Source: an optimization exercise on an open RTL-to-GDS flow (aim: small area, a short achievable clock period and few clock cycles per item). Production flows keep margins and buffers that such runs may drop.
At most, simulation tests tie the RTL to the original design; equivalence was not proved.
The RTL of runs 3, 5 and 6 was laid out without a check of its function.
No activity file was given, so power comes from the tool's default toggle rates.

==> flow/design.v <==
package rx_pkg;
    localparam int FLOW_CNT  = 8;
    localparam int FLOWID_W  = 3;
    localparam int IP_ADDR_W = 32;
    localparam int PORT_W    = 16;
    localparam int SEQ_W     = 32;
    localparam int LEN_W     = 16;
    localparam logic [SEQ_W-1:0] SERVER_ISN = 32'h6a3c_0000;  
    localparam int TCP_FLAG_SYN = 1;
    localparam int TCP_FLAG_ACK = 4;
    typedef struct packed {
        logic [IP_ADDR_W-1:0] src_ip;
        logic [IP_ADDR_W-1:0] dst_ip;
        logic [PORT_W-1:0]    src_port;
        logic [PORT_W-1:0]    dst_port;
    } four_tuple_t;
    typedef struct packed {
        four_tuple_t          tuple;
        logic [SEQ_W-1:0]     seq_num;
        logic [SEQ_W-1:0]     ack_num;
        logic [7:0]           flags;
        logic [LEN_W-1:0]     payload_len;
    } rx_hdr_t;
    typedef enum logic {
        TX_SYN_ACK = 1'b0,
        TX_ACK     = 1'b1
    } tx_kind_e;
    typedef struct packed {
        tx_kind_e             kind;
        logic [FLOWID_W-1:0]  flowid;
        four_tuple_t          tuple;     
        logic [SEQ_W-1:0]     seq_num;
        logic [SEQ_W-1:0]     ack_num;
    } tx_req_t;
    typedef struct packed {
        logic [FLOWID_W-1:0]  flowid;
        four_tuple_t          tuple;
    } new_flow_t;
endpackage
`timescale 1ns/1ps
module rx_flow_top (
     input  logic                       clk
    ,input  logic                       rst_n
    ,input  logic                       hdr_val
    ,input  logic   [183:0]             hdr
    ,output logic                       hdr_rdy
    ,output logic                       tx_req_val
    ,output logic   [163:0]             tx_req
    ,input  logic                       tx_rdy
    ,output logic                       new_flow_val
    ,output logic   [98:0]              new_flow
    ,output logic                       drop_val
);
    localparam int NF = rx_pkg::FLOW_CNT;
    rx_pkg::rx_hdr_t        h;
    assign h = hdr;
    logic   [95:0]          t_in;
    logic   [31:0]          seq;
    logic                   syn;
    assign t_in = h.tuple;
    assign seq  = h.seq_num;
    assign syn  = h.flags[rx_pkg::TCP_FLAG_SYN];
    logic   [NF-1:0]        valid;
    logic   [95:0]          tup  [0:NF-1];
    logic   [31:0]          exps [0:NF-1];
    logic   [NF-1:0]        free_oh;         
    logic   [NF-1:0]        match;
    logic   [NF-1:0]        seq_eq;
    logic                   hit;
    logic                   full;
    logic   [2:0]           hit_id;
    logic   [2:0]           free_id;
    always_comb begin
        for (int i = 0; i < NF; i++) begin
            free_oh[i] = !valid[i] && (i == 0 || valid[(i == 0) ? 0 : i-1]);
            match[i]   = valid[i] && (tup[i] == t_in);
            seq_eq[i]  = (exps[i] == seq);
        end
    end
    assign hit  = |match;
    assign full = valid[NF-1];
    always_comb begin
        hit_id  = '0;
        free_id = '0;
        for (int i = 0; i < NF; i++) begin
            if (match[i])   hit_id  = hit_id  | 3'(i);
            if (free_oh[i]) free_id = free_id | 3'(i);
        end
    end
    logic                   out_free;
    logic                   accept;
    logic                   is_new;
    logic                   is_est;
    assign out_free = !tx_req_val || tx_rdy;
    assign hdr_rdy  = out_free;
    assign accept   = hdr_val && out_free;
    assign is_new   = syn && !hit && !full;
    assign is_est   = !syn && hit;
    logic   [31:0]          wdata;
    assign wdata = syn ? seq + 32'd1 : seq + 32'(h.payload_len);
    always_ff @(posedge clk) begin
        for (int i = 0; i < NF; i++) begin
            if (free_oh[i]) tup[i] <= t_in;
            if ((free_oh[i] && syn) || (accept && !syn && match[i] && seq_eq[i]))
                exps[i] <= wdata;
        end
    end
    always_ff @(posedge clk) begin
        if (!rst_n)                 valid <= '0;
        else if (accept && is_new)  valid <= valid | free_oh;
    end
    logic                   kind_q;
    logic   [2:0]           id_q;
    logic   [95:0]          t_q;
    always_ff @(posedge clk) begin
        if (!rst_n) begin
            tx_req_val   <= 1'b0;
            new_flow_val <= 1'b0;
            drop_val     <= 1'b0;
        end else begin
            tx_req_val   <= accept ? (is_new || is_est) : (tx_req_val && !tx_rdy);
            new_flow_val <= accept && is_new;
            drop_val     <= accept && !is_new && !is_est;
        end
    end
    always_ff @(posedge clk) begin
        if (out_free) begin
            kind_q <= !syn;
            id_q   <= syn ? free_id : hit_id;
            t_q    <= t_in;
        end
    end
    rx_pkg::tx_req_t        tx_s;
    assign tx_s.kind           = rx_pkg::tx_kind_e'(kind_q);
    assign tx_s.flowid         = id_q;
    assign tx_s.tuple.src_ip   = t_q[63:32];
    assign tx_s.tuple.dst_ip   = t_q[95:64];
    assign tx_s.tuple.src_port = t_q[15:0];
    assign tx_s.tuple.dst_port = t_q[31:16];
    assign tx_s.seq_num        = rx_pkg::SERVER_ISN | 32'(kind_q);
    assign tx_s.ack_num        = exps[id_q];
    assign tx_req   = tx_s;
    assign new_flow = {id_q, t_q};
endmodule
==> flow/run.sh <==
#!/bin/bash
# synth_recipe.tcl (not shown) runs the flow's synth.tcl, then flattens the netlist and writes it again
# the make line also repeats each setting of config.mk as NAME=value (left out here)
make -C /OpenROAD-flow-scripts/flow DESIGN_CONFIG=/design/flow/config.mk WORK_HOME=/design/flow/orfs CLKGATE_MAP_FILE= SYNTH_SCRIPT=/design/flow/synth_recipe.tcl finish
==> flow/config.mk <==
export PLATFORM = sky130hd
export DESIGN_NAME = rx_flow_top
export DESIGN_NICKNAME = rx_flow_top
export VERILOG_FILES = /design/flow/design.v
export SDC_FILE = /design/flow/constraint.sdc
export NUM_CORES = 4
export LEC_CHECK = 0
export ABC_CLOCK_PERIOD_IN_PS = 3000
export CAP_MARGIN = 20
export CORE_MARGIN = 2
export CORE_UTILIZATION = 40
export PLACE_DENSITY = 0.6
export SETUP_SLACK_MARGIN = 4.5
export SLEW_MARGIN = 20
==> flow/constraint.sdc <==
create_clock -name core_clock -period 8.0 [get_ports {clk}]
set_input_delay 1.6000 -clock core_clock [delete_from_list [all_inputs] [get_ports {clk}]]
set_output_delay 1.6000 -clock core_clock [all_outputs]
set_load 0.01 [all_outputs]
==> flow_metrics.py, run 1 <==
metrics = {
    "logic_synthesis": {
        "synth_top_family_by_area": "simple AND/OR/NAND/NOR gates",
        "yosysMostFrequentCell": "edfxtp_1",
        "synthSimpleGateAreaFrac_pct": 15.0,
        "synth.area.top_cells": "edfxtp_1 63%, xnor2_1 8.8%, nand2b_1 5.3%",
        "synth_area_per_cell_um2": 13.6,
        "yosys_warnings": 3,
        "synthArstFlopShare_pct": 0,
        "ys_seq_area_share_pct": 63.2,
        "synth_commonest_cells": "1124 x edfxtp_1, 539 x xnor2_1, 459 x nand2b_1",
        "syn_inst": 3955,
        "synthAdderAreaFrac_pct": 0.410,
        "yosys_most_used_dff": "edfxtp_1",
        "synth_enable_flop_cells": 1124,
        "yosysTopAreaCell": "edfxtp_1",
        "muxShareOfSynthArea_pct": 2.12,
        "syn_area_mm2": 0.0537,
        "synth-seq-cells": 1135,
        "synthXorXnorAreaFrac_pct": 12.2,
        "synth_compound_area_share_pct": 3.13,
        "netlist.area_leader.share_pct": 62.8,
        "yosysUniqueCellTypes": 65,
    },
    "global_route": {
        "grt_pass1_vias": 38700,
        "grt_max_degree": 65,
        "grt_pass1_wl_um": 319000,
        "grt_usage_pct": 34.0,
        "grt-ovfl-total": 0,
        "antenna_found_initial": 18,
    },
    "worst_setup_path": {
        "r2r_cells": 11,
        "start_kind": "flip-flop",
        "cp.arrival_ns": 2.67,
        "critPathMaxFanout": 6,
        "worst_ep_required_time_ns": 6.40,
        "worstSetupEndpoint": "tx_req[20]",
        "reg2reg_slack_ns": 4.71,
        "worstReg2RegStart": "tup[5][67]$_DFFE_PP_",
        "crit_type": "flip-flop to output port",
        "setup.worst_path.start": "id_q[0]$_DFFE_PN_",
        "crit_path_end_kind": "output port",
        "reg2reg_to": "exps[5][0]$_DFFE_PP_",
    },
    "cells_and_area": {
        "final_util_pct": 56.5,
        "areaGrowthSynthToFinish_pct": 40.3,
        "nets": 5072,
        "drive_above_1_share_pct": 31.9,
        "num-fill-cells": 10600,
        "instances_no_fill": 6748,
    },
    "clock_tree": {
        "htree_levels": 3,
        "hold_buffers": 0,
        "clockBufferDepth": 3,
        "tritoncts": "done",
        "cts_root_buffer": "clkbuf_16",
        "cts.sink_count": 1135,
        "path_clk_slew_ns": 0.06,
        "cts_made_buffers": 121,
        "clock_latency_ns": 0.80,
    },
    "min_path": {
        "holdCritPathClass": "flip-flop to flip-flop",
    },
    "floorplanning": {
        "die_y_um": 371,
        "fp.coreArea_mm2": 0.133,
        "rows": 134,
        "io_pins": 455,
        "initial_utilization_pct": 40.3,
        "chipWidth_um": 371,
        "die_area_mm2": 0.137,
    },
    "power_and_ir_drop": {
        "p_int_mw": 10.9,
        "ir_drop_mv": 0.192,
        "p_switching_mw": 4.04,
        "pwr-share-comb_pct": 16.9,
        "switching_share_pct": 27.0,
        "p_clk_share_pct": 37.4,
        "p_leak_nw": 26.6,
        "seq_power_share_pct": 45.6,
        "pwr_density_cell_mw_per_mm2": 199,
    },
    "timing": {
        "fmax_mhz": 234,
        "setup_violations": 0,
        "final.period_utilization_pct": 53.4,
        "slew_headroom_pct": 15.5,
        "rsz0062_at_grt": "true",
        "drv_slew": 0,
        "hold_violations": 0,
        "hold_slack_ns": 0.569,
        "fin_crit_ns": 4.27,
        "fin_worst_skew_ns": 0.0681,
        "tns_ns": 0,
        "worst_slew_pin_slew_ns": 1.26,
    },
    "detailed_routing": {
        "totalWireLength_um": 242000,
        "drtIter0Drc": 6610,
        "firstDrtPassIters": 7,
        "vias": 41700,
        "drc": 0,
        "via_per_inst": 6.19,
        "avgRoutedWirePerCell_um": 35.9,
        "drtAntennaViolNets": 0,
    },
    "run": {
        "cap_violations": 0,
    },
    "place": {
        "hpwl_um": 147000,
        "placedCellCount": 6022,
        "io_buffers": 384,
        "routabilityCongestion": 0.975,
    },
    "status": {
        "status": "no timing/DRC/antenna violations",
    },
}
layout by cell type, fill, tap and decap left out, drive strengths merged, types with 80 or more instances in the layout:
cell type      count
inv               83
edfxtp          1124
buf              787
nor2              80
nand2b           459
xnor2            545
nand2            112
nand4            349
nor4             149
clkbuf           174
clkdlybuf4s50    209
xor2             200
power groups by stage:
stage	sequential (mW)	clock [mW]	combinational (mW)
4_1_cts	6.84	5.61	2.29
3_3_place_gp	6.95	0	1.73
5_1_grt	6.85	5.84	2.56
3_5_place_dp	6.96	0	1.73
6_report	6.84	5.61	2.53
2_1_floorplan	6.96	0	0.888
timing repair:
item | 4_1_cts | 5_1_grt
pin swaps | 202 | 164
setup endpoints to repair | 551 | 455
resized for setup | 1588 | 368
gates cloned | 51 | 7
setup buffers | 347 | 85
metal layers:
metal / track usage [%] / share of wire [%]
met1: 45.5 / 37
met2: 50.2 / 43
met3: 8.15 / 13
met4: 20.5 / 7.5
met5: 0 / 0.038
per-stage QoR:
step | worst slack, ns | instance area [µm²] | power [mW]
global route | 3.69 | 75400 | 15.3
floorplan | 0.710 | 55200 | 7.85
finish | 3.73 | 75400 | 15.0
global placement | 1.66 | 60600 | 8.68
detailed placement | 1.60 | 60600 | 8.69
CTS | 3.75 | 72800 | 14.7
worst min path at each step:
stage               cells past startpoint             startpoint                    end
finish                                  1  valid[0]$_SDFFE_PN0P_  valid[0]$_SDFFE_PN0P_
global route                            1  valid[0]$_SDFFE_PN0P_  valid[0]$_SDFFE_PN0P_
CTS                                     1  valid[0]$_SDFFE_PN0P_  valid[0]$_SDFFE_PN0P_
detailed placement                      1  valid[0]$_SDFFE_PN0P_  valid[0]$_SDFFE_PN0P_
global placement                        1  valid[0]$_SDFFE_PN0P_  valid[0]$_SDFFE_PN0P_
floorplan                               1  valid[0]$_SDFFE_PN0P_  valid[0]$_SDFFE_PN0P_
critical path: stages (launching register included):
cell and delay (ns):
edfxtp_1 0.47, buf_12 0.20, buf_12 0.12, clkinvlp_4 0.07
buf_8 0.15, buf_6 0.14, nand2_4 0.05, a221oi_4 0.25
a221oi_2 0.08, nor2_1 0.18, buf_2 0.17
kinds of logic (layout without fill, tap and decap cells):
group | count (synthesis) | after routing
and+or+nand+nor | 1374 | 1375
buffers and inverters | 387 | 1362
other | 2 | 49
AOI/OAI and AO/OA | 227 | 229
DFF | 1135 | 1135
adders and majority gates | 17 | 17
xor gates and xnor gates | 745 | 745
muxes | 68 | 68
registers in the layout, indices dropped and copies added, names as in the netlist:
| signal | count |
|---|---|
| new_flow_val | 1 |
| exps | 256 |
| drop_val | 1 |
| tx_req_val | 1 |
| valid | 8 |
| t_q | 96 |
| kind_q | 1 |
| tup | 768 |
| id_q | 3 |
cell type report:
class	count	area (µm²)	area share (%)
Antenna cell	18	45.0	0.0598
Clock buffer	148	3150	4.18
Clock inverter	70	658	0.873
Inverter	93	417	0.553
Multi-Input combinational cell	2465	22400	29.7
Sequential cell	1135	34000	45.1
Tap cell	1768	2210	2.93
Timing Repair Buffer	1051	12500	16.6
Testbench counts, summed over its fixed seeds: cycles 12,832, headers 12,800.
==> run 2: changes to the inputs <==
--- a/flow/config.mk
+++ b/flow/config.mk
@@ -6,9 +6,7 @@
 export NUM_CORES = 4
 export LEC_CHECK = 0
-export ABC_CLOCK_PERIOD_IN_PS = 3000
 export CAP_MARGIN = 20
 export CORE_MARGIN = 2
 export CORE_UTILIZATION = 40
 export PLACE_DENSITY = 0.6
-export SETUP_SLACK_MARGIN = 4.5
 export SLEW_MARGIN = 20
==> run 2 against run 1 <==
  * Flip-flop and latch count unchanged
  * Global-route usage decreased by 4.4 points
  * Clock skew decreased by 0.034 ns
  * Combinational power decreased by 32%
  * Utilization decreased by 9.0 points
  * Synthesized cell count unchanged
  * First-iteration DRC count decreased by 26%
  * Critical path type is now input port to flip-flop
==> flow_metrics.py, run 2 <==
metrics = {
    "status": {
        "status": "no timing/DRC/antenna violations",
    },
    "global_route": {
        "grt-ovfl-total": 0,
        "grt_usage_pct": 29.6,
        "antenna_found_initial": 11,
        "grt_pass1_vias": 34900,
        "grt_pass1_wl_um": 281000,
        "grt_max_degree": 89,
    },
    "cells_and_area": {
        "multi_input_area_mm2": 0.0179,
        "num-fill-cells": 11800,
        "areaGrowthSynthToFinish_pct": 17.9,
        "post-route-cell-area_mm2": 0.0633,
        "ff_latch_area_mm2": 0.0340,
        "instances_no_fill": 6241,
        "top_register": "tup",
        "final_common_cell": "edfxtp_1",
        "largest_reg_flops": 768,
        "top_regs": "tup x768, exps x256, t_q x96",
        "final_cell_mix": "1124 x edfxtp_1, 539 x xnor2_1, 458 x nand2b_1",
        "final_util_pct": 47.5,
        "nets": 4565,
        "drive_above_1_share_pct": 8.89,
    },
    "timing": {
        "setup_violations": 0,
        "hold_violations": 0,
        "fin_worst_skew_ns": 0.0343,
        "final.period_utilization_pct": 74.8,
        "tns_ns": 0,
        "fmax_mhz": 167,
        "drv_slew": 0,
        "rsz0062_at_grt": "false",
        "fin_crit_ns": 5.98,
        "slew_headroom_pct": 18.1,
        "worst_slew_pin_slew_ns": 1.22,
    },
    "worst_setup_path": {
        "worstReg2RegStart": "tup[5][36]$_DFFE_PP_",
        "worstSetupEndpoint": "exps[5][17]$_DFFE_PP_",
        "reg2reg_to": "exps[5][17]$_DFFE_PP_",
        "reg2reg_slack_ns": 3.30,
        "worst_ep_required_time_ns": 8.37,
        "cp.arrival_ns": 6.35,
        "setup.worst_path.start": "hdr[155]",
        "start_kind": "input port",
        "critPathMaxFanout": 32,
        "r2r_cells": 8,
        "crit_path_end_kind": "flip-flop",
        "crit_type": "input port to flip-flop",
    },
    "place": {
        "io_buffers": 384,
        "routabilityCongestion": 0.963,
        "placed_area_mm2": 0.0595,
        "hpwl_um": 144000,
        "placedCellCount": 6005,
    },
    "logic_synthesis": {
        "synth.area.top_cells": "edfxtp_1 63%, xnor2_1 8.8%, nand2b_1 5.3%",
        "synthArstFlopShare_pct": 0,
        "ys_seq_area_share_pct": 63.2,
        "syn_inst": 3955,
        "yosysMostFrequentCell": "edfxtp_1",
        "synth-seq-cells": 1135,
        "netlist.area_leader.share_pct": 62.8,
        "synth_area_per_cell_um2": 13.6,
        "syn_area_mm2": 0.0537,
        "synth_commonest_cells": "1124 x edfxtp_1, 539 x xnor2_1, 459 x nand2b_1",
        "yosys_most_used_dff": "edfxtp_1",
        "yosys_warnings": 3,
        "yosysUniqueCellTypes": 65,
        "yosysTopAreaCell": "edfxtp_1",
        "synth_enable_flop_cells": 1124,
    },
    "floorplanning": {
        "fp.coreArea_mm2": 0.133,
        "chipWidth_um": 371,
        "die_area_mm2": 0.137,
        "io_pins": 455,
        "die_y_um": 371,
        "rows": 134,
        "initial_utilization_pct": 40.3,
    },
    "clock_tree": {
        "cts_root_buffer": "clkbuf_16",
        "clock_latency_ns": 0.77,
        "cts.sink_count": 1135,
        "clockBufferDepth": 3,
        "tritoncts": "done",
        "hold_buffers": 0,
        "post_cts_buffers": 0,
        "htree_levels": 3,
        "path_clk_slew_ns": 0.06,
        "cts_made_buffers": 121,
        "cts_resized": 0,
    },
    "detailed_routing": {
        "drtIter0Drc": 4908,
        "drtAntennaViolNets": 0,
        "drc": 0,
        "vias": 36700,
        "totalWireLength_um": 207000,
        "avgRoutedWirePerCell_um": 33.2,
        "via_per_inst": 5.88,
        "firstDrtPassIters": 5,
    },
    "power_and_ir_drop": {
        "p_leak_nw": 20.5,
        "ir_drop_mv": 0.186,
        "pwr_density_cell_mw_per_mm2": 221,
    },
    "run": {
        "cap_violations": 0,
    },
    "min_path": {
        "holdCritPathClass": "flip-flop to flip-flop",
    },
}
run 2: cells by family after synthesis:
family                   Yosys count  share of synthesized area [%]
AO/OA/AOI/OAI                    227                           3.13
other                              2                         0.0140
multiplexers                      68                           2.12
buffers and inverters            387                           3.82
XOR/XNOR                         745                           12.2
flip-flops                      1135                           63.2
adder cells (fa/ha/maj)           17                          0.410
AND/OR/NAND/NOR                 1374                           15.0
run 2: layer usage:
layer	track usage, %	share of wire (%)	wire (µm)	vias up
met3	4.77	9.2	19000	368
met1	41.1	41	84800	18700
met2	45.9	45	93300	2184
met5	0	0.022	45	-
li1	-	-	-	15400
met4	13.0	4.9	10100	6
run 2: worst max-delay path: stages:
cell and delay, ns:
clkdlybuf4s50_1 0.52, buf_4 0.43, nor2b_1 0.09, a2111o_1 0.36, or4_1 0.53, nor4_1 0.79
nand4_1 0.83, nor4_1 0.47, a21o_1 0.12, buf_4 0.55
run 2: final cells by class:
type | instances | area share, %
Timing Repair Buffer | 547 | 8.05
Inverter | 93 | 0.559
Multi-Input combinational cell | 2462 | 28.3
Clock inverter | 76 | 0.899
Tap cell | 1768 | 3.49
Clock buffer | 152 | 5.05
Sequential cell | 1135 | 53.6
Antenna cell | 8 | 0.0316
run 2: through the flow:
| stage | hold WS, ns | total power, mW | setup slack, ns |
|---|---|---|---|
| after CTS | 0.670 | 14.0 | 2.18 |
| after detailed placement | 0.655 | 8.64 | 1.35 |
| after floorplan | 0.512 | 7.79 | 0.459 |
| final | 0.677 | 14.0 | 2.02 |
| after global routing | 0.695 | 14.4 | 2.01 |
| after global placement | 0.649 | 8.64 | 1.36 |
run 2: worst min path at each step:
| stage | endpoint | slack (ns) | cells after the start | start |
|---|---|---|---|---|
| 2_1_floorplan | valid[3]$_SDFFE_PN0P_ | 0.51 | 1 | valid[2]$_SDFFE_PN0P_ |
| 3_5_place_dp | valid[5]$_SDFFE_PN0P_ | 0.66 | 2 | valid[4]$_SDFFE_PN0P_ |
| 6_report | valid[0]$_SDFFE_PN0P_ | 0.68 | 1 | valid[0]$_SDFFE_PN0P_ |
| 5_1_grt | valid[5]$_SDFFE_PN0P_ | 0.69 | 2 | valid[4]$_SDFFE_PN0P_ |
| 4_1_cts | valid[5]$_SDFFE_PN0P_ | 0.67 | 2 | valid[4]$_SDFFE_PN0P_ |
| 3_3_place_gp | valid[5]$_SDFFE_PN0P_ | 0.65 | 2 | valid[4]$_SDFFE_PN0P_ |
run 2: power breakdown:
group          internal [mW]  switching, mW  leakage, nW
combinational          0.606           1.11         8.18
sequential              6.75         0.0824         10.5
clock                   2.99           2.47         1.82
==> run 3: changes to the inputs <==
--- a/flow/design.v
+++ b/flow/design.v
@@ -112,4 +112,5 @@
     logic                   kind_q;
     logic   [2:0]           id_q;
+    logic   [NF-1:0]        id_oh_q;         
     logic   [95:0]          t_q;
     always_ff @(posedge clk) begin
@@ -128,4 +129,5 @@
             kind_q <= !syn;
             id_q   <= syn ? free_id : hit_id;
+            id_oh_q <= syn ? free_oh : match;
             t_q    <= t_in;
         end
@@ -139,5 +141,9 @@
     assign tx_s.tuple.dst_port = t_q[31:16];
     assign tx_s.seq_num        = rx_pkg::SERVER_ISN | 32'(kind_q);
-    assign tx_s.ack_num        = exps[id_q];
+    always_comb begin
+        tx_s.ack_num = '0;
+        for (int i = 0; i < NF; i++)
+            tx_s.ack_num = tx_s.ack_num | (exps[i] & {32{id_oh_q[i]}});
+    end
     assign tx_req   = tx_s;
     assign new_flow = {id_q, t_q};
--- a/flow/config.mk
+++ b/flow/config.mk
@@ -10,3 +10,4 @@
 export CORE_UTILIZATION = 40
 export PLACE_DENSITY = 0.6
+export SETUP_SLACK_MARGIN = 4.5
 export SLEW_MARGIN = 20
==> run 3 against run 2 <==
  * Still clean
  * Global-route usage increased by 3.4 points
  * Flip-flop and latch count increased by 8
  * Area after synthesis decreased by 2.0%
  * First-iteration DRC count increased by 33%
  * Clock power increased by 6.8%
  * Setup slack improved by 2.1 ns
  * Clock skew increased by 0.016 ns
  * Combinational power increased by 24%
  * Critical path type unchanged
==> flow_metrics.py, run 3 <==
metrics = {
    "worst_setup_path": {
        "r2r_cells": 10,
        "slowest_delay_ns": 0.58,
        "crit_type": "input port to flip-flop",
        "start_kind": "input port",
        "worstPathCellList": "buf_12 -> buf_8 -> clkinvlp_4 -> a2111oi_4 -> nand4_1 -> nor4_4 -> nand2_2 -> or4_4 -> o21ai_4 -> buf_6 -> buf_12 -> buf_16",
        "worstReg2RegStart": "tup[5][43]$_DFFE_PP_",
        "cp.arrival_ns": 4.42,
        "reg2reg_to": "exps[5][16]$_DFFE_PP_",
        "worst_path_most_repeated_cell": "buf_12",
        "reg2reg_slack_ns": 4.65,
        "slowest_stage": "or4_4",
        "cp_top_family": "simple AND/OR/NAND/NOR gates",
        "worst_ep_required_time_ns": 8.50,
        "crit_path_end_kind": "flip-flop",
        "path_buf_inv": 6,
        "critPathMaxFanout": 5,
    },
    "timing": {
        "setup_violations": 0,
        "rsz0062_at_grt": "true",
        "hold_violations": 0,
        "fin_worst_skew_ns": 0.0505,
        "worst_slew_pin_slew_ns": 1.14,
        "slew_headroom_pct": 23.5,
        "fmax_mhz": 255,
        "final.period_utilization_pct": 49.1,
        "tns_ns": 0,
        "drv_slew": 0,
        "fin_crit_ns": 3.92,
    },
    "global_route": {
        "grt_usage_pct": 33.1,
        "grt-ovfl-total": 0,
        "antenna_found_initial": 17,
        "grt_max_degree": 86,
        "grt_pass1_vias": 37400,
        "grt_pass1_wl_um": 307000,
    },
    "place": {
        "hpwl_um": 144000,
        "io_buffers": 384,
        "routabilityCongestion": 0.986,
    },
    "logic_synthesis": {
        "synthArstFlopShare_pct": 0,
        "yosysUniqueCellTypes": 61,
        "synth_enable_flop_cells": 1132,
        "yosys_most_used_dff": "edfxtp_1",
        "yosys_warnings": 3,
        "syn_area_mm2": 0.0526,
        "synth-seq-cells": 1143,
        "synth_commonest_cells": "1132 x edfxtp_1, 399 x xnor2_1, 369 x xor2_1",
        "synth_area_per_cell_um2": 13.9,
        "ys_seq_area_share_pct": 65.0,
        "yosysTopAreaCell": "edfxtp_1",
        "yosysMostFrequentCell": "edfxtp_1",
        "syn_inst": 3795,
        "synth.area.top_cells": "edfxtp_1 65%, xnor2_1 6.6%, xor2_1 6.1%",
        "netlist.area_leader.share_pct": 64.6,
    },
    "floorplanning": {
        "die_y_um": 367,
        "chipWidth_um": 367,
        "initial_utilization_pct": 40.2,
        "die_area_mm2": 0.134,
        "io_pins": 455,
        "rows": 133,
        "fp.coreArea_mm2": 0.131,
    },
    "cells_and_area": {
        "top_register": "tup",
        "final_util_pct": 55.0,
        "largest_reg_flops": 768,
        "final_common_cell": "edfxtp_1",
        "nets": 4819,
        "drive_above_1_share_pct": 29.0,
        "top_regs": "tup x768, exps x256, t_q x96",
        "areaGrowthSynthToFinish_pct": 36.7,
        "final_cell_mix": "1132 x edfxtp_1, 342 x xor2_1, 320 x xnor2_1",
    },
    "detailed_routing": {
        "vias": 39600,
        "via_per_inst": 6.12,
        "drc": 0,
        "firstDrtPassIters": 6,
        "totalWireLength_um": 233000,
        "avgRoutedWirePerCell_um": 36.0,
        "drtAntennaViolNets": 0,
        "drtIter0Drc": 6523,
    },
    "min_path": {
        "hold_end": "valid[0]$_SDFFE_PN0P_",
        "hold_depth": 1,
        "min_from": "valid[0]$_SDFFE_PN0P_",
        "holdCritPathClass": "flip-flop to flip-flop",
    },
    "run": {
        "cap_violations": 0,
    },
    "status": {
        "status": "no timing/DRC/antenna violations",
    },
    "clock_tree": {
        "path_clk_slew_ns": 0.06,
        "htree_levels": 3,
        "cts_root_buffer": "clkbuf_16",
        "clockBufferDepth": 3,
        "tritoncts": "done",
        "cts.sink_count": 1143,
        "cts_made_buffers": 121,
        "clock_latency_ns": 0.78,
    },
    "power_and_ir_drop": {
        "p_leak_nw": 24.9,
        "power_mw": 14.9,
        "ir_drop_mv": 0.166,
        "pwr_density_cell_mw_per_mm2": 206,
    },
}
[run 3: changes by cell type after synthesis, moves of 22 or more]
| cell | change |
|---|---|
| nor2_1 | -59 |
| mux2i_1 | -24 |
| nor2b_1 | +49 |
| a22oi_1 | +130 |
| o2111ai_1 | -24 |
| nand2b_1 | -149 |
| xor2_1 | +169 |
| mux4_2 | -36 |
| nand2_1 | -22 |
| xnor2_1 | -140 |
| nand4_1 | -53 |
[run 3: how the worst max path moves through the flow]
| stage | start | endpoint | slack (ns) | depth (start not counted) |
|---|---|---|---|---|
| after detailed placement | hdr[152] | exps[7][28]$_DFFE_PP_ | 1.40 | 8 |
| after global routing | id_oh_q[4]$_DFFE_PN_ | tx_req[1] | 4.06 | 5 |
| final | hdr[109] | exps[5][16]$_DFFE_PP_ | 4.08 | 12 |
| after global placement | hdr[152] | exps[7][29]$_DFFE_PP_ | 1.41 | 8 |
| after floorplan | valid[0]$_SDFFE_PN0P_ | exps[1][0]$_DFFE_PP_ | 0.52 | 4 |
| after CTS | hdr[109] | exps[5][0]$_DFFE_PP_ | 4.11 | 12 |
[run 3: final cells by class]
type | instances | area (µm²)
multi-input cells | 2299 | 20100
diodes | 3 | 7.51
clock inverters | 76 | 848
repair buffers | 955 | 11100
flip-flops and latches | 1143 | 34200
fillers | 10400 | 59000
well taps | 1755 | 2200
inverters | 94 | 437
clock buffers | 142 | 3130
[run 3: cells by family (layout without fill, tap and decap cells)]
group	Yosys count	count (layout)	synth area share (%)
and+or+nand+nor	1147	1148	13.1
DFF	1143	1143	65.0
xor gates and xnor gates	769	769	12.8
buffers and inverters	384	1267	3.84
AOI/OAI and AO/OA	333	334	4.81
adders and majority gates	17	17	0.418
other	2	34	0.0143
[run 3: timing repair]
item | 4_1_cts | 5_1_grt
setup buffers | 262 | 78
pin swaps | 172 | 161
endpoints found under the setup margin | 551 | 471
gates cloned | 38 | 11
hold buffers | 0 | 0
resized for setup | 1515 | 388
[run 3: worst register-to-register path, delay by kind of cell, from the launching register on]
family,cells,cell delay (ns)
buffers and inverters,3,0.41
and+or+nand+nor,5,1.52
DFF,1,0.43
AOI/OAI and AO/OA,2,0.71
[run 3: where the power goes]
group	internal, mW	total [mW]	switching, mW
clock	3.28	5.83	2.54
combinational	0.864	2.14	1.28
sequential	6.80	6.89	0.0932
total	10.9	14.9	3.91
[run 3: per-layer routing]
| layer | part of all wire (%) | global-route usage [%] | vias up |
|---|---|---|---|
| met1 | 36 | 42.6 | 19900 |
| met2 | 43 | 50.2 | 3052 |
| met5 | 0.035 | 0 | - |
| met4 | 8.2 | 21.2 | 12 |
| met3 | 12 | 7.55 | 798 |
| li1 | - | - | 15800 |
[run 3: stage by stage]
stage | instance area [µm²] | cells | hold slack [ns] | setup WS (ns)
finish | 72000 | 6467 | 0.648 | 4.08
global route | 72000 | 6465 | 0.664 | 4.06
CTS | 69600 | 6375 | 0.643 | 4.11
detailed placement | 58800 | 5857 | 0.634 | 1.40
global placement | 58800 | 5857 | 0.624 | 1.41
floorplan | 53200 | 3824 | 0.493 | 0.524
==> run 4: changes to the inputs <==
--- a/flow/design.v
+++ b/flow/design.v
@@ -53,12 +53,38 @@
 );
     localparam int NF = rx_pkg::FLOW_CNT;
-    rx_pkg::rx_hdr_t        h;
-    assign h = hdr;
+    localparam int HW = 96 + 32 + 16 + 1;
+    rx_pkg::rx_hdr_t        h_in;
+    logic   [HW-1:0]        hin;
+    assign h_in = hdr;
+    assign hin  = {h_in.tuple, h_in.seq_num, h_in.payload_len, h_in.flags[rx_pkg::TCP_FLAG_SYN]};
+    logic   [HW-1:0]        q;
+    logic   [HW-1:0]        skid;
+    logic                   q_v;
+    logic                   skid_v;
+    logic                   out_free;        
+    assign out_free = !tx_req_val || tx_rdy;
+    assign hdr_rdy  = !skid_v;
+    always_ff @(posedge clk) begin
+        if (!rst_n) begin
+            q_v    <= 1'b0;
+            skid_v <= 1'b0;
+        end else begin
+            if (!q_v || out_free) begin
+                q_v    <= skid_v || hdr_val;
+                skid_v <= 1'b0;
+            end else if (hdr_val && !skid_v) begin
+                skid_v <= 1'b1;
+            end
+        end
+    end
+    always_ff @(posedge clk) begin
+        if (!q_v || out_free) q <= skid_v ? skid : hin;
+        if (!skid_v)          skid <= hin;
+    end
     logic   [95:0]          t_in;
     logic   [31:0]          seq;
+    logic   [15:0]          len;
     logic                   syn;
-    assign t_in = h.tuple;
-    assign seq  = h.seq_num;
-    assign syn  = h.flags[rx_pkg::TCP_FLAG_SYN];
+    assign {t_in, seq, len, syn} = q;
     logic   [NF-1:0]        valid;
     logic   [95:0]          tup  [0:NF-1];
@@ -88,15 +114,12 @@
         end
     end
-    logic                   out_free;
     logic                   accept;
     logic                   is_new;
     logic                   is_est;
-    assign out_free = !tx_req_val || tx_rdy;
-    assign hdr_rdy  = out_free;
-    assign accept   = hdr_val && out_free;
+    assign accept   = q_v && out_free;
     assign is_new   = syn && !hit && !full;
     assign is_est   = !syn && hit;
     logic   [31:0]          wdata;
-    assign wdata = syn ? seq + 32'd1 : seq + 32'(h.payload_len);
+    assign wdata = syn ? seq + 32'd1 : seq + 32'(len);
     always_ff @(posedge clk) begin
         for (int i = 0; i < NF; i++) begin
@@ -112,5 +135,4 @@
     logic                   kind_q;
     logic   [2:0]           id_q;
-    logic   [NF-1:0]        id_oh_q;         
     logic   [95:0]          t_q;
     always_ff @(posedge clk) begin
@@ -129,5 +151,4 @@
             kind_q <= !syn;
             id_q   <= syn ? free_id : hit_id;
-            id_oh_q <= syn ? free_oh : match;
             t_q    <= t_in;
         end
@@ -141,9 +162,5 @@
     assign tx_s.tuple.dst_port = t_q[31:16];
     assign tx_s.seq_num        = rx_pkg::SERVER_ISN | 32'(kind_q);
-    always_comb begin
-        tx_s.ack_num = '0;
-        for (int i = 0; i < NF; i++)
-            tx_s.ack_num = tx_s.ack_num | (exps[i] & {32{id_oh_q[i]}});
-    end
+    assign tx_s.ack_num        = exps[id_q];
     assign tx_req   = tx_s;
     assign new_flow = {id_q, t_q};
--- a/flow/config.mk
+++ b/flow/config.mk
@@ -10,4 +10,3 @@
 export CORE_UTILIZATION = 40
 export PLACE_DENSITY = 0.6
-export SETUP_SLACK_MARGIN = 4.5
 export SLEW_MARGIN = 20
==> run 4 against run 3 <==
  * Non-clock buffer count is 406 lower
  * Cell count is 0.88% higher
  * Design area is 1.1% lower
  * Routed wire length is 13% lower
  * Sequential share of layout area is 10 points higher
  * Via count is 8.0% lower
  * Fmax is 33% lower
  * Hold slack worse by 0.20 ns
  * Combinational power is 26% lower
  * Critical path depth is 3 lower
  * Largest cell class unchanged
  * Sequential power is 24% higher
  * Still clean on timing, DRC and antenna
==> flow_metrics.py, run 4 <==
metrics = {
    "status": {
        "status": "no timing/DRC/antenna violations",
    },
    "timing": {
        "final.period_utilization_pct": 73.4,
        "slew_headroom_pct": 18.5,
        "tns_ns": 0,
        "rsz0062_at_grt": "false",
        "fmax_mhz": 170,
        "worst_slew_pin_slew_ns": 1.21,
        "drv_slew": 0,
        "setup_violations": 0,
        "hold_violations": 0,
        "fin_ws_ns": 2.13,
        "fin_crit_ns": 5.87,
        "fin_worst_skew_ns": 0.0370,
    },
    "detailed_routing": {
        "avgRoutedWirePerCell_um": 31.0,
        "drtAntennaViolNets": 0,
        "vias": 36400,
        "drc": 0,
        "totalWireLength_um": 202000,
        "firstDrtPassIters": 6,
        "drtIter0Drc": 4764,
        "via_per_inst": 5.58,
    },
    "worst_setup_path": {
        "crit_path_end_kind": "output port",
        "worst_ep_required_time_ns": 6.40,
        "cp.arrival_ns": 4.27,
        "critPathMaxFanout": 32,
        "crit_type": "flip-flop to output port",
        "start_kind": "flip-flop",
    },
    "clock_tree": {
        "cts.sink_count": 1427,
        "post_cts_buffers": 0,
        "clock_latency_ns": 0.81,
        "tritoncts": "done",
        "cts_made_buffers": 155,
        "cts_root_buffer": "clkbuf_16",
        "cts_resized": 0,
        "hold_buffers": 0,
        "htree_levels": 4,
        "path_clk_slew_ns": 0.07,
        "clockBufferDepth": 3,
    },
    "global_route": {
        "met3_usage_pct": 4.87,
        "antenna_found_initial": 11,
        "grt_pass1_wl_um": 277000,
        "grt_pass1_vias": 34900,
        "grt.busiest_layer": "met2",
        "grt_use_met2_pct": 40.9,
        "grt_max_degree": 104,
        "grt_usage_pct": 26.1,
        "grt_use_met1_pct": 36.3,
        "grt-ovfl-total": 0,
    },
    "floorplanning": {
        "initial_utilization_pct": 40.1,
        "fp.coreArea_mm2": 0.149,
        "chipWidth_um": 391,
        "rows": 142,
        "io_pins": 455,
        "die_y_um": 391,
        "die_area_mm2": 0.153,
    },
    "cells_and_area": {
        "final_common_cell": "edfxtp_1",
        "multi_input_area_mm2": 0.0167,
        "final_util_pct": 47.6,
        "num-fill-cells": 13000,
        "drive_above_1_share_pct": 13.4,
        "largest_reg_flops": 768,
        "areaGrowthSynthToFinish_pct": 18.7,
        "top_register": "tup",
        "instances_no_fill": 6524,
        "nets": 4576,
        "post-route-cell-area_mm2": 0.0712,
        "ff_latch_area_mm2": 0.0413,
        "final_cell_mix": "1269 x edfxtp_1, 444 x xnor2_1, 384 x clkdlybuf4s50_1",
        "top_regs": "tup x768, exps x256",
    },
    "place": {
        "placedCellCount": 6230,
        "placed_area_mm2": 0.0661,
        "pre_cts_ws_ns": 3.00,
        "hpwl_um": 137000,
        "routabilityCongestion": 0.963,
        "io_buffers": 384,
    },
    "run": {
        "cap_violations": 0,
    },
    "logic_synthesis": {
        "syn_area_mm2": 0.0600,
        "yosys_most_used_dff": "edfxtp_1",
        "synth_enable_flop_cells": 1269,
        "yosys_warnings": 3,
        "syn_inst": 3940,
        "synthArstFlopShare_pct": 0,
        "synth-seq-cells": 1427,
        "yosysMostFrequentCell": "edfxtp_1",
        "synth_area_per_cell_um2": 15.2,
        "ys_seq_area_share_pct": 68.8,
        "yosysTopAreaCell": "edfxtp_1",
        "synth_commonest_cells": "1269 x edfxtp_1, 445 x xnor2_1, 325 x xor2_1",
        "synth.area.top_cells": "edfxtp_1 64%, xnor2_1 6.5%, dfxtp_1 5.3%",
        "yosysUniqueCellTypes": 73,
        "netlist.area_leader.share_pct": 63.5,
    },
    "power_and_ir_drop": {
        "ir_drop_mv": 0.163,
        "p_leak_nw": 23.9,
        "pwr_density_cell_mw_per_mm2": 243,
    },
    "min_path": {
        "holdCritPathClass": "flip-flop to flip-flop",
    },
}
-- run 4: changes by cell type after synthesis, sizes merged, moves of 36 or more --
cell    change
xnor2      +45
xor2       -44
edfxtp    +137
mux2      +156
nor2       +50
o22ai      +49
nand2b    -156
nor2b      -58
a22oi     -110
buf        +36
nand4     -164
dfxtp     +147
-- run 4: metal layers --
layer / vias to the layer above / wire (µm)
met1: 18800 / 84200
li1: 15400 / -
met5: - / 15
met2: 1896 / 92500
met3: 339 / 17800
met4: 2 / 7580
-- run 4: kinds of logic (layout without fill, tap and decap cells) --
| logic type | Yosys count | in the layout | synth area share, % |
|---|---|---|---|
| mux | 204 | 204 | 4.23 |
| flops | 1427 | 1427 | 68.8 |
| simple gates | 716 | 716 | 6.85 |
| xor+xnor | 770 | 770 | 11.2 |
| compound gates | 371 | 371 | 4.70 |
| buf+inv | 433 | 968 | 3.77 |
| other cells | 2 | 35 | 0.0125 |
| fa+ha+maj | 17 | 17 | 0.367 |
-- run 4: layout make-up --
class | instances | share of cell area (%)
repair buffers | 549 | 7.21
clock buffers | 213 | 5.95
clock inverters | 77 | 1.19
flip-flops and latches | 1427 | 58.0
multi-input cells | 2109 | 23.4
well taps | 2016 | 3.54
inverters | 129 | 0.684
diodes | 4 | 0.0141
-- run 4: through the flow --
stage                     power (mW)  hold slack [ns]
after CTS                       17.4            0.447
after global routing            17.8            0.453
after detailed placement        10.3            0.433
after floorplan                 9.46            0.446
after global placement          10.2            0.432
final                           17.3            0.446
-- run 4: path summary, 6_finish.rpt --
kind                                        start                    end  slack, ns  cells past startpoint
worst max-delay path            id_q[0]$_DFFE_PN_              tx_req[1]       2.13                      9
worst min register to register    q[95]$_DFFE_PP_      t_q[46]$_DFFE_PN_       0.45                      0
worst min-delay path              q[95]$_DFFE_PP_      t_q[46]$_DFFE_PN_       0.45                      0
worst max register to register     q[0]$_DFFE_PP_  exps[2][27]$_DFFE_PP_       3.46                     15
-- run 4: report_power, final --
part / internal, mW / total [mW] / switching, mW / leakage, nW
registers: 8.38 / 8.54 / 0.159 / 13.3
logic: 0.605 / 1.58 / 0.974 / 8.15
clock network: 4.08 / 7.17 / 3.09 / 2.47
-- run 4: critical path: stages (launching register included) --
cell,delay (ns)
edfxtp_1,0.33
buf_4,0.43
inv_1,0.09
buf_4,0.27
nor2_1,0.92
a22oi_1,0.21
o22ai_1,0.22
a21oi_1,0.06
a21oi_1,0.29
clkdlybuf4s50_1,0.59
Testbench counts of run 4, summed over its fixed seeds: cycles 12,864, headers 12,800.
==> run 5: changes to the inputs <==
--- a/flow/design.v
+++ b/flow/design.v
@@ -120,10 +120,26 @@
     assign is_new   = syn && !hit && !full;
     assign is_est   = !syn && hit;
+    logic   [31:0]          seq_inc;
+    logic   [31:0]          seq_len;
     logic   [31:0]          wdata;
-    assign wdata = syn ? seq + 32'd1 : seq + 32'(len);
+    logic   [31:0]          exp_hit;
+    logic                   eq_hit;
+    logic   [31:0]          ack;
+    assign seq_inc = seq + 32'd1;
+    assign seq_len = seq + 32'(len);
+    assign wdata   = syn ? seq_inc : seq_len;
+    always_comb begin
+        exp_hit = '0;
+        eq_hit  = 1'b0;
+        for (int i = 0; i < NF; i++) begin
+            exp_hit = exp_hit | (exps[i] & {32{match[i]}});
+            eq_hit  = eq_hit  | (seq_eq[i] & match[i]);
+        end
+    end
+    assign ack = syn ? seq_inc : (eq_hit ? seq_len : exp_hit);
     always_ff @(posedge clk) begin
         for (int i = 0; i < NF; i++) begin
             if (free_oh[i]) tup[i] <= t_in;
-            if ((free_oh[i] && syn) || (accept && !syn && match[i] && seq_eq[i]))
+            if ((free_oh[i] && syn) || (q_v && !syn && match[i] && seq_eq[i]))
                 exps[i] <= wdata;
         end
@@ -136,4 +152,5 @@
     logic   [2:0]           id_q;
     logic   [95:0]          t_q;
+    logic   [31:0]          ack_q;
     always_ff @(posedge clk) begin
         if (!rst_n) begin
@@ -152,4 +169,5 @@
             id_q   <= syn ? free_id : hit_id;
             t_q    <= t_in;
+            ack_q  <= ack;
         end
     end
@@ -162,5 +180,5 @@
     assign tx_s.tuple.dst_port = t_q[31:16];
     assign tx_s.seq_num        = rx_pkg::SERVER_ISN | 32'(kind_q);
-    assign tx_s.ack_num        = exps[id_q];
+    assign tx_s.ack_num        = ack_q;
     assign tx_req   = tx_s;
     assign new_flow = {id_q, t_q};
--- a/flow/config.mk
+++ b/flow/config.mk
@@ -10,3 +10,4 @@
 export CORE_UTILIZATION = 40
 export PLACE_DENSITY = 0.6
+export SETUP_SLACK_MARGIN = 3.5
 export SLEW_MARGIN = 20
==> run 5 against run 4 <==
  * Still clean on timing, DRC and antenna
  * Design area up 7.4%
  * Synthesized cell count up 17%
  * Register-to-register slack hardly changed
  * Largest power group unchanged
  * Clock skew is 0.027 ns higher
  * Fmax rose by 30%
  * Die area up 7.4%
  * Highest routed layer unchanged
  * Routed wire length up 12%
==> flow_metrics.py, run 5 <==
metrics = {
    "status": {
        "status": "no timing/DRC/antenna violations",
    },
    "power_and_ir_drop": {
        "ir_drop_mv": 0.227,
        "p_clk_share_pct": 42.5,
        "p_switching_mw": 4.32,
        "seq_power_share_pct": 48.9,
        "pwr_density_cell_mw_per_mm2": 233,
        "pwr-share-comb_pct": 8.6,
        "power_mw": 17.8,
        "switching_share_pct": 24.2,
        "p_int_mw": 13.5,
        "p_leak_nw": 25.5,
    },
    "place": {
        "placed_area_mm2": 0.0706,
        "hpwl_um": 153000,
        "pre_cts_ws_ns": 3.15,
        "placedCellCount": 7006,
        "io_buffers": 384,
        "routabilityCongestion": 0.978,
    },
    "worst_setup_path": {
        "worstSetupEndpoint": "ack_q[24]$_DFFE_PN_",
        "reg2reg_to": "ack_q[24]$_DFFE_PN_",
        "reg2reg_slack_ns": 3.47,
        "crit_type": "flip-flop to flip-flop",
        "worst_path_most_repeated_cell": "nand4_1",
        "worstPathCellList": "buf_4 -> xnor2_1 -> nand4_1 -> nor4_2 -> nand4_1 -> and4b_1 -> a22oi_1 -> nand4_2 -> nor4_1 -> a221oi_1",
        "cp.arrival_ns": 5.10,
        "worst_ep_required_time_ns": 8.58,
        "crit_path_end_kind": "flip-flop",
        "r2r_cells": 10,
        "critPathMaxFanout": 15,
        "slowest_stage": "nor4_2",
        "worstReg2RegStart": "q[71]$_DFFE_PP_",
        "setup.worst_path.start": "q[71]$_DFFE_PP_",
        "start_kind": "flip-flop",
        "slowest_delay_ns": 0.84,
    },
    "logic_synthesis": {
        "yosysTopAreaCell": "edfxtp_1",
        "yosys_most_used_dff": "edfxtp_1",
        "netlist.area_leader.share_pct": 60.6,
        "synth.area.top_cells": "edfxtp_1 61%, xnor2_1 5.5%, xor2_1 5.4%",
        "synthArstFlopShare_pct": 0,
        "ys_seq_area_share_pct": 65.5,
        "synth-seq-cells": 1459,
        "synth_enable_flop_cells": 1301,
        "yosys_warnings": 3,
        "syn_inst": 4604,
        "synth_commonest_cells": "1301 x edfxtp_1, 408 x xnor2_1, 397 x xor2_1",
        "synth_area_per_cell_um2": 14.0,
        "yosysUniqueCellTypes": 80,
        "syn_area_mm2": 0.0644,
        "yosysMostFrequentCell": "edfxtp_1",
    },
    "detailed_routing": {
        "via_per_inst": 5.75,
        "drtAntennaViolNets": 0,
        "totalWireLength_um": 227000,
        "drc": 0,
        "avgRoutedWirePerCell_um": 30.9,
        "vias": 42200,
        "drtIter0Drc": 5727,
        "firstDrtPassIters": 9,
    },
    "cells_and_area": {
        "top_regs": "tup x768, exps x256",
        "instances_no_fill": 7343,
        "post-route-cell-area_mm2": 0.0764,
        "ff_latch_area_mm2": 0.0422,
        "largest_reg_flops": 768,
        "final_cell_mix": "1301 x edfxtp_1, 406 x xnor2_1, 397 x xor2_1",
        "nets": 5249,
        "drive_above_1_share_pct": 12.5,
        "multi_input_area_mm2": 0.0203,
        "top_register": "tup",
        "num-fill-cells": 13900,
        "final_util_pct": 47.7,
        "final_common_cell": "edfxtp_1",
        "areaGrowthSynthToFinish_pct": 18.6,
    },
    "global_route": {
        "grt_max_degree": 77,
        "grt_usage_pct": 27.1,
        "grt-ovfl-total": 0,
        "antenna_found_initial": 12,
        "grt_pass1_wl_um": 311000,
        "grt_pass1_vias": 40100,
    },
    "clock_tree": {
        "cts_root_buffer": "clkbuf_16",
        "clock_latency_ns": 0.82,
        "htree_levels": 4,
        "tritoncts": "done",
        "cts_made_buffers": 158,
        "hold_buffers": 0,
        "path_clk_slew_ns": 0.06,
        "clockBufferDepth": 3,
        "cts.sink_count": 1459,
    },
    "timing": {
        "rsz0062_at_grt": "false",
        "fin_crit_ns": 4.53,
        "fin_worst_skew_ns": 0.0643,
        "hold_slack_ns": 0.452,
        "tns_ns": 0,
        "slew_headroom_pct": 25.6,
        "fin_ws_ns": 3.47,
        "drv_slew": 0,
        "worst_slew_pin_slew_ns": 1.10,
        "fmax_mhz": 221,
        "hold_violations": 0,
        "setup_violations": 0,
        "final.period_utilization_pct": 56.6,
    },
    "min_path": {
        "holdCritPathClass": "flip-flop to flip-flop",
        "min_from": "q[137]$_DFFE_PP_",
    },
    "floorplanning": {
        "io_pins": 455,
        "initial_utilization_pct": 40.2,
        "rows": 147,
        "die_y_um": 405,
        "chipWidth_um": 405,
        "fp.coreArea_mm2": 0.160,
        "die_area_mm2": 0.164,
    },
    "run": {
        "cap_violations": 0,
    },
}
-- run 5: changes by cell type in the layout (fill, tap and decap cells not counted), sizes merged, moves of 54 or more --
| cell | before | now |
|---|---|---|
| xor2 | 325 | 397 |
| nand3 | 28 | 87 |
| nand2b | 154 | 355 |
| nor2b | 53 | 110 |
| nand4 | 132 | 304 |
| a22oi | 20 | 74 |
| nand2 | 77 | 148 |
-- run 5: logic make-up (layout without fill, tap and decap cells) --
group / Yosys count / count (layout) / synth area share [%]
XOR/XNOR: 805 / 805 / 10.9
AND/OR/NAND/NOR: 1409 / 1409 / 12.8
buffers and inverters: 415 / 958 / 3.51
adder cells (fa/ha/maj): 18 / 18 / 0.361
AO/OA/AOI/OAI: 336 / 336 / 4.04
flip-flops: 1459 / 1459 / 65.5
other: 2 / 38 / 0.0117
multiplexers: 160 / 160 / 2.77
-- run 5: critical path: cells and delay by family, from the launching register on --
family	cells	cell delay [ns]
AOI/OAI and AO/OA	2	0.50
xor gates and xnor gates	1	0.20
buffers and inverters	1	0.45
DFF	1	0.67
and+or+nand+nor	6	2.48
-- run 5: timing repair --
action	CTS	global route
resized for setup	9	9
setup endpoints to repair	241	118
endpoints found under the hold margin	0	0
pin swaps	2	1
setup buffers	19	16
-- run 5: cell type report --
type	instances	area share, %
Sequential cell	1459	55.3
Multi-Input combinational cell	2759	26.6
Timing Repair Buffer	580	7.12
Clock buffer	206	5.62
Tap cell	2160	3.54
Clock inverter	87	1.39
Inverter	85	0.435
Antenna cell	7	0.0229
-- run 5: how the worst min path moves through the flow --
stage	to	slack, ns	cells past startpoint
5_1_grt	t_q[88]$_DFFE_PN_	0.47	0
4_1_cts	t_q[9]$_DFFE_PN_	0.45	0
3_5_place_dp	t_q[9]$_DFFE_PN_	0.44	0
6_report	t_q[88]$_DFFE_PN_	0.45	0
2_1_floorplan	skid[11]$_DFF_P_	0.45	1
3_3_place_gp	t_q[82]$_DFFE_PN_	0.44	0
-- run 5: layer usage --
metal	part of all wire, %	track usage (%)	routed length [µm]	vias up
li1	-	-	-	18000
met1	43	38.8	96400	21500
met2	44	41.0	101000	2336
met3	9.6	5.55	21800	357
met4	3.5	9.14	7840	4
met5	0.014	0	32	-
-- run 5: power groups by stage --
stage | clock network (mW) | logic, mW | registers (mW)
final | 7.57 | 1.53 | 8.73
after global routing | 7.96 | 1.61 | 8.74
after CTS | 7.66 | 1.50 | 8.74
after detailed placement | 0 | 1.46 | 8.91
after global placement | 0 | 1.46 | 8.90
after floorplan | 0 | 0.769 | 8.86
==> run 6: changes to the inputs <==
--- a/flow/config.mk
+++ b/flow/config.mk
@@ -10,4 +10,4 @@
 export CORE_UTILIZATION = 40
 export PLACE_DENSITY = 0.6
-export SETUP_SLACK_MARGIN = 3.5
+export SETUP_SLACK_MARGIN = 4.5
 export SLEW_MARGIN = 20
==> run 6 against run 5 <==
  * Global-route usage increased by 1.4 points
  * Hold slack got worse by 0.0030 ns
  * Die area unchanged
  * Cell count increased by 3.6%
  * Clock power about the same
  * Setup slack improved by 0.96 ns
  * Flip-flop and latch count unchanged
  * Register-to-register slack improved by 0.96 ns
  * Combinational power increased by 16%
  * Critical path type unchanged
  * Largest cell class unchanged
  * Highest routed layer unchanged
==> flow_metrics.py, run 6 <==
metrics = {
    "place": {
        "io_buffers": 384,
        "placed_area_mm2": 0.0706,
        "placedCellCount": 7009,
        "routabilityCongestion": 0.950,
        "hpwl_um": 155000,
    },
    "logic_synthesis": {
        "synth_enable_flop_cells": 1301,
        "synth_area_per_cell_um2": 14.0,
        "yosys_most_used_dff": "edfxtp_1",
        "yosysUniqueCellTypes": 80,
        "synthArstFlopShare_pct": 0,
        "yosysMostFrequentCell": "edfxtp_1",
        "netlist.area_leader.share_pct": 60.6,
        "syn_inst": 4604,
        "syn_area_mm2": 0.0644,
        "synth.area.top_cells": "edfxtp_1 61%, xnor2_1 5.5%, xor2_1 5.4%",
        "ys_seq_area_share_pct": 65.5,
        "yosys_warnings": 3,
        "yosysTopAreaCell": "edfxtp_1",
        "synth_commonest_cells": "1301 x edfxtp_1, 408 x xnor2_1, 397 x xor2_1",
        "synth-seq-cells": 1459,
    },
    "power_and_ir_drop": {
        "pwr-share-comb_pct": 9.9,
        "p_switching_mw": 4.36,
        "switching_share_pct": 24.2,
        "p_int_mw": 13.7,
        "p_clk_share_pct": 41.9,
        "seq_power_share_pct": 48.2,
        "pwr_density_cell_mw_per_mm2": 223,
        "p_leak_nw": 27.7,
        "ir_drop_mv": 0.236,
    },
    "worst_setup_path": {
        "crit_path_end_kind": "flip-flop",
        "cp_top_family": "simple AND/OR/NAND/NOR gates",
        "slowest_delay_ns": 0.52,
        "setup.worst_path.start": "q[133]$_DFFE_PP_",
        "crit_type": "flip-flop to flip-flop",
        "worst_path_most_repeated_cell": "nand4_1",
        "start_kind": "flip-flop",
        "slowest_stage": "and4b_4",
        "worst_ep_required_time_ns": 8.59,
        "critPathMaxFanout": 12,
        "cp.arrival_ns": 4.15,
        "worstReg2RegStart": "q[133]$_DFFE_PP_",
        "cp.depth": 12,
        "path_buf_inv": 3,
        "worstPathCellList": "buf_12 -> buf_6 -> xnor2_2 -> nand4_1 -> nor4_2 -> nand4_1 -> and4b_4 -> a22oi_2 -> nand4_4 -> buf_4 -> nor4_1 -> a221oi_1",
        "r2r_cells": 12,
    },
    "clock_tree": {
        "htree_levels": 4,
        "cts.sink_count": 1459,
        "cts_root_buffer": "clkbuf_16",
        "cts_made_buffers": 157,
        "clock_latency_ns": 0.83,
        "clockBufferDepth": 3,
        "hold_buffers": 0,
        "path_clk_slew_ns": 0.06,
        "tritoncts": "done",
    },
    "floorplanning": {
        "fp.coreArea_mm2": 0.160,
        "die_y_um": 405,
        "initial_utilization_pct": 40.2,
        "chipWidth_um": 405,
        "die_area_mm2": 0.164,
        "rows": 147,
        "io_pins": 455,
    },
    "timing": {
        "hold_violations": 0,
        "fin_crit_ns": 3.56,
        "fmax_mhz": 281,
        "worst_slew_pin_slew_ns": 1.09,
        "rsz0062_at_grt": "true",
        "tns_ns": 0,
        "setup_violations": 0,
        "drv_slew": 0,
        "slew_headroom_pct": 27.6,
        "final.period_utilization_pct": 44.5,
        "fin_worst_skew_ns": 0.0618,
    },
    "cells_and_area": {
        "areaGrowthSynthToFinish_pct": 25.6,
        "num-fill-cells": 13600,
        "top_register": "tup",
        "multi_input_area_mm2": 0.0214,
        "final_cell_mix": "1301 x edfxtp_1, 389 x xor2_1, 382 x xnor2_1",
        "drive_above_1_share_pct": 19.3,
        "post-route-cell-area_mm2": 0.0809,
        "largest_reg_flops": 768,
        "ff_latch_area_mm2": 0.0422,
        "nets": 5514,
        "final_common_cell": "edfxtp_1",
        "instances_no_fill": 7611,
        "top_regs": "tup x768, exps x256",
    },
    "detailed_routing": {
        "via_per_inst": 5.82,
        "vias": 44300,
        "drc": 0,
        "drtIter0Drc": 6307,
        "totalWireLength_um": 242000,
        "avgRoutedWirePerCell_um": 31.8,
        "drtAntennaViolNets": 0,
        "firstDrtPassIters": 6,
    },
    "global_route": {
        "grt_pass1_vias": 41400,
        "antenna_found_initial": 20,
        "grt-ovfl-total": 0,
        "grt_max_degree": 86,
        "grt_usage_pct": 28.5,
        "grt_pass1_wl_um": 325000,
    },
    "min_path": {
        "min_from": "q[71]$_DFFE_PP_",
        "hold_depth": 0,
        "holdCritPathClass": "flip-flop to flip-flop",
    },
    "status": {
        "status": "no timing/DRC/antenna violations",
    },
    "run": {
        "cap_violations": 0,
    },
}
==> run 6: cell count changes in the layout (fill, tap and decap cells not counted), sizes merged <==
| cell | previous run | this run |
|---|---|---|
| dlygate4sd2 | 0 | 13 |
| clkinv | 53 | 63 |
| clkdlybuf4s50 | 384 | 371 |
| inv | 89 | 81 |
| diode | 7 | 11 |
| bufinv | 17 | 21 |
| bufbuf | 0 | 4 |
| clkbuf | 207 | 204 |
| buf | 195 | 450 |
| clkinvlp | 13 | 15 |
==> run 6: logic make-up (layout without fill, tap and decap cells) <==
kind of cell               Yosys count  count (layout)  synth area share (%)
buffers and inverters              415            1222                  3.51
DFF                               1459            1459                  65.5
other                                2              42                0.0117
AOI/OAI and AO/OA                  336             336                  4.04
muxes                              160             160                  2.77
adders and majority gates           18              18                 0.361
xor gates and xnor gates           805             805                  10.9
and+or+nand+nor                   1409            1409                  12.8
==> run 6: repair_timing <==
item | in CTS | in global routing
cloned | 14 | 7
endpoints found under the setup margin | 468 | 429
pin swaps | 74 | 60
gates resized for setup | 283 | 156
buffers inserted | 159 | 120
==> run 6: per-layer routing <==
metal | track usage [%] | share of wire (%)
met4 | 11.8 | 4.7
met5 | 0 | 0.019
met2 | 43.1 | 44
met1 | 39.7 | 40
met3 | 6.25 | 11
==> run 6: worst paths after layout <==
path	slack (ns)	to
max reg2reg	4.44	ack_q[30]$_DFFE_PN_
max	4.44	ack_q[30]$_DFFE_PN_
min	0.45	t_q[22]$_DFFE_PN_
min reg2reg	0.45	t_q[22]$_DFFE_PN_
==> run 6: layout make-up <==
cell class / instances / share of cell area, %
antenna: 11 / 0.0340
multi-input combinational: 2759 / 26.4
clock inverter: 95 / 1.36
timing repair buffer: 846 / 11.0
sequential: 1459 / 52.2
clock buffer: 196 / 5.19
tap: 2160 / 3.34
inverter: 85 / 0.456
==> run 6: power groups by stage <==
stage | Combinational, mW | Sequential, mW | Clock [mW]
after floorplan | 0.771 | 8.86 | 0
after global placement | 1.46 | 8.90 | 0
after detailed placement | 1.46 | 8.91 | 0
after CTS | 1.63 | 8.71 | 7.63
after global routing | 1.85 | 8.70 | 7.93
final | 1.78 | 8.68 | 7.56
==> run 6: through the flow <==
step	hold slack [ns]	total power, mW	utilization [%]	setup slack [ns]
6_report	0.449	18.0	50.5	4.44
3_3_place_gp	0.436	10.4	44.1	2.89
2_1_floorplan	0.446	9.63	-	0.626
4_1_cts	0.451	18.0	49.3	4.37
5_1_grt	0.461	18.5	50.5	4.45
3_5_place_dp	0.438	10.4	44.1	2.86
==> run 6: worst reg2reg max path, delay by kind of cell, from the launching register on <==
family | cells | cell delay, ns
and+or+nand+nor | 6 | 1.79
AOI/OAI and AO/OA | 2 | 0.37
xor gates and xnor gates | 1 | 0.20
DFF | 1 | 0.42
buffers and inverters | 3 | 0.56
==> run 7: changes to the inputs <==
--- a/flow/design.v
+++ b/flow/design.v
@@ -59,26 +59,14 @@
     assign hin  = {h_in.tuple, h_in.seq_num, h_in.payload_len, h_in.flags[rx_pkg::TCP_FLAG_SYN]};
     logic   [HW-1:0]        q;
-    logic   [HW-1:0]        skid;
     logic                   q_v;
-    logic                   skid_v;
     logic                   out_free;        
     assign out_free = !tx_req_val || tx_rdy;
-    assign hdr_rdy  = !skid_v;
+    assign hdr_rdy  = !q_v || out_free;
     always_ff @(posedge clk) begin
-        if (!rst_n) begin
-            q_v    <= 1'b0;
-            skid_v <= 1'b0;
-        end else begin
-            if (!q_v || out_free) begin
-                q_v    <= skid_v || hdr_val;
-                skid_v <= 1'b0;
-            end else if (hdr_val && !skid_v) begin
-                skid_v <= 1'b1;
-            end
-        end
+        if (!rst_n)        q_v <= 1'b0;
+        else if (hdr_rdy)  q_v <= hdr_val;
     end
     always_ff @(posedge clk) begin
-        if (!q_v || out_free) q <= skid_v ? skid : hin;
-        if (!skid_v)          skid <= hin;
+        if (hdr_rdy) q <= hin;
     end
     logic   [95:0]          t_in;
--- a/flow/config.mk
+++ b/flow/config.mk
@@ -9,4 +9,5 @@
 export CORE_MARGIN = 2
 export CORE_UTILIZATION = 40
+export CTS_BUF_LIST = sky130_fd_sc_hd__clkbuf_4 sky130_fd_sc_hd__clkbuf_8
 export PLACE_DENSITY = 0.6
 export SETUP_SLACK_MARGIN = 4.5
==> run 7 against run 6 <==
  * Sequential power down 8.6%
  * Clock power is about 20% lower
  * Synthesized cell count fell by 15%
  * Largest cell class unchanged
  * Critical endpoint is now ack_q[17]$_DFFE_PN_
  * Clock-buffer cell count rose by 88
  * Still clean
  * Flip-flop and latch count fell by 146
  * Largest power group unchanged
==> flow_metrics.py, run 7 <==
metrics = {
    "place": {
        "routabilityCongestion": 1.01,
        "io_buffers": 384,
        "placed_area_mm2": 0.0634,
    },
    "logic_synthesis": {
        "yosysTopAreaCell": "edfxtp_1",
        "yosysUniqueCellTypes": 60,
        "yosys_warnings": 3,
        "synth.area.top_cells": "edfxtp_1 68%, xnor2_1 6.3%, xor2_1 5.4%",
        "synth_enable_flop_cells": 1301,
        "netlist.area_leader.share_pct": 68.2,
        "synth-seq-cells": 1313,
        "syn_area_mm2": 0.0573,
        "yosysMostFrequentCell": "edfxtp_1",
        "synth_commonest_cells": "1301 x edfxtp_1, 409 x xnor2_1, 353 x xor2_1",
        "syn_inst": 3900,
        "yosys_most_used_dff": "edfxtp_1",
        "synthArstFlopShare_pct": 0,
    },
    "clock_tree": {
        "htree_levels": 4,
        "cts_made_buffers": 216,
        "cts_root_buffer": "clkbuf_8",
        "clock_latency_ns": 0.98,
        "cts.sink_count": 1313,
        "tritoncts": "done",
        "path_clk_slew_ns": 0.06,
    },
    "timing": {
        "drv_slew": 0,
        "fin_worst_skew_ns": 0.0934,
        "worst_slew_pin_slew_ns": 1.14,
        "fin_crit_ns": 3.77,
        "fmax_mhz": 265,
        "slew_headroom_pct": 24.1,
        "hold_violations": 0,
        "setup_violations": 0,
        "final.period_utilization_pct": 47.2,
        "rsz0062_at_grt": "true",
    },
    "cells_and_area": {
        "num-fill-cells": 12100,
        "final_common_cell": "edfxtp_1",
        "largest_reg_flops": 768,
        "areaGrowthSynthToFinish_pct": 26.8,
        "ff_latch_area_mm2": 0.0393,
        "post-route-cell-area_mm2": 0.0727,
        "final_cell_mix": "1301 x edfxtp_1, 381 x xnor2_1, 346 x xor2_1",
    },
    "floorplanning": {
        "initial_utilization_pct": 40.4,
        "die_y_um": 383,
        "die_area_mm2": 0.146,
        "fp.coreArea_mm2": 0.142,
        "chipWidth_um": 383,
        "io_pins": 455,
    },
    "min_path": {
        "hold_end": "t_q[74]$_DFFE_PN_",
        "holdCritPathClass": "flip-flop to flip-flop",
        "min_from": "q[123]$_DFFE_PP_",
    },
    "detailed_routing": {
        "drtIter0Drc": 5774,
        "totalWireLength_um": 222000,
        "drtAntennaViolNets": 0,
        "drc": 0,
        "via_per_inst": 5.80,
    },
    "worst_setup_path": {
        "r2r_cells": 13,
        "reg2reg_slack_ns": 4.23,
        "worst_ep_required_time_ns": 8.69,
        "crit_type": "flip-flop to flip-flop",
        "reg2reg_to": "ack_q[17]$_DFFE_PN_",
        "start_kind": "flip-flop",
        "worstReg2RegStart": "q[71]$_DFFE_PP_",
        "critPathMaxFanout": 8,
        "crit_path_end_kind": "flip-flop",
    },
    "run": {
        "cap_violations": 0,
    },
    "global_route": {
        "grt_max_degree": 77,
        "antenna_found_initial": 17,
    },
    "power_and_ir_drop": {
        "power_mw": 15.6,
        "p_leak_nw": 25.5,
        "ir_drop_mv": 0.150,
        "pwr_density_cell_mw_per_mm2": 214,
    },
    "status": {
        "status": "no timing/DRC/antenna violations",
    },
}
==> run 7: timing repair <==
| action | 4_1_cts | 5_1_grt |
|---|---|---|
| gates cloned | 14 | 8 |
| gates resized for setup | 465 | 164 |
| setup endpoints to repair | 637 | 427 |
| pin swaps | 49 | 58 |
| setup buffers | 243 | 65 |
| hold buffers | 0 | 0 |
==> run 7: per-stage QoR <==
stage | setup slack [ns] | utilization, % | std cells | hold slack (ns)
floorplan | 0.635 | - | 3929 | 0.467
global placement | 2.79 | 44.7 | 6050 | 0.432
detailed placement | 2.88 | 44.7 | 6051 | 0.443
CTS | 4.31 | 50.2 | 6705 | 0.439
global route | 4.21 | 51.2 | 6781 | 0.443
finish | 4.23 | 51.2 | 6782 | 0.434
==> run 7: kinds of logic (layout without fill, tap and decap cells) <==
group,count (synthesis),in the layout,share of synthesized area (%)
other,2,35,0.0131
XOR/XNOR,762,762,11.6
AND/OR/NAND/NOR,934,936,9.38
flip-flops,1313,1313,68.6
AO/OA/AOI/OAI,428,429,5.95
multiplexers,17,17,0.297
adder cells (fa/ha/maj),18,18,0.406
buffers and inverters,426,1382,3.73
==> run 7: worst max-delay path by stage <==
stage	slack [ns]	to	from
4_1_cts	4.31	hdr_rdy	tx_rdy
3_5_place_dp	2.88	ack_q[3]$_DFFE_PN_	q[59]$_DFFE_PP_
3_3_place_gp	2.79	ack_q[3]$_DFFE_PN_	q[125]$_DFFE_PP_
5_1_grt	4.21	ack_q[28]$_DFFE_PN_	q[130]$_DFFE_PP_
2_1_floorplan	0.63	exps[1][0]$_DFFE_PP_	valid[0]$_SDFFE_PN0P_
6_report	4.23	ack_q[17]$_DFFE_PN_	q[71]$_DFFE_PP_
==> run 7: final cells by class <==
type	count	area share (%)
repair buffers	868	12.3
well taps	1890	3.25
diodes	4	0.0138
clock buffers	284	4.86
flip-flops and latches	1313	54.1
inverters	117	0.795
clock inverters	113	1.13
multi-input cells	2193	23.6
==> run 7: metal layers <==
| layer | up-vias | track usage (%) | wire, µm |
|---|---|---|---|
| li1 | 16200 | - | - |
| met1 | 19700 | 39.3 | 84400 |
| met2 | 2876 | 44.3 | 97300 |
| met3 | 554 | 8.39 | 27500 |
| met4 | 8 | 14.0 | 12600 |
| met5 | - | 0 | 52 |
==> run 7: critical path, stage by stage (launching register included) <==
cell and delay, ns:
edfxtp_1 0.50, buf_4 0.26, o21ai_0 0.68, nor4_1 0.14, nand4_1 0.18, nor4_4 0.06
buf_6 0.17, buf_12 0.14, a222oi_1 0.38, nand4_1 0.21, buf_6 0.20, buf_6 0.14
or3_1 0.33, and3_1 0.14
==> run 7: power breakdown <==
group / total [mW] / internal [mW] / leakage [nW] / switching, mW
registers: 7.93 / 7.79 / 12.4 / 0.135
logic: 1.58 / 0.606 / 10.8 / 0.969
clock network: 6.06 / 3.18 / 2.28 / 2.88
total: 15.6 / 11.6 / 25.5 / 3.98
Testbench counts of run 7, summed over its fixed seeds: cycles 12,864, headers 12,800.

Re-timed with assumed drivers on the ports (clkbuf_16 on the clock, buf_2 on other inputs), run 7 has 4.227 ns of setup slack against 4.227 ns with ideal ports, and 4.061 ns once port delays also move by the mid clock arrival of 1.016 ns.
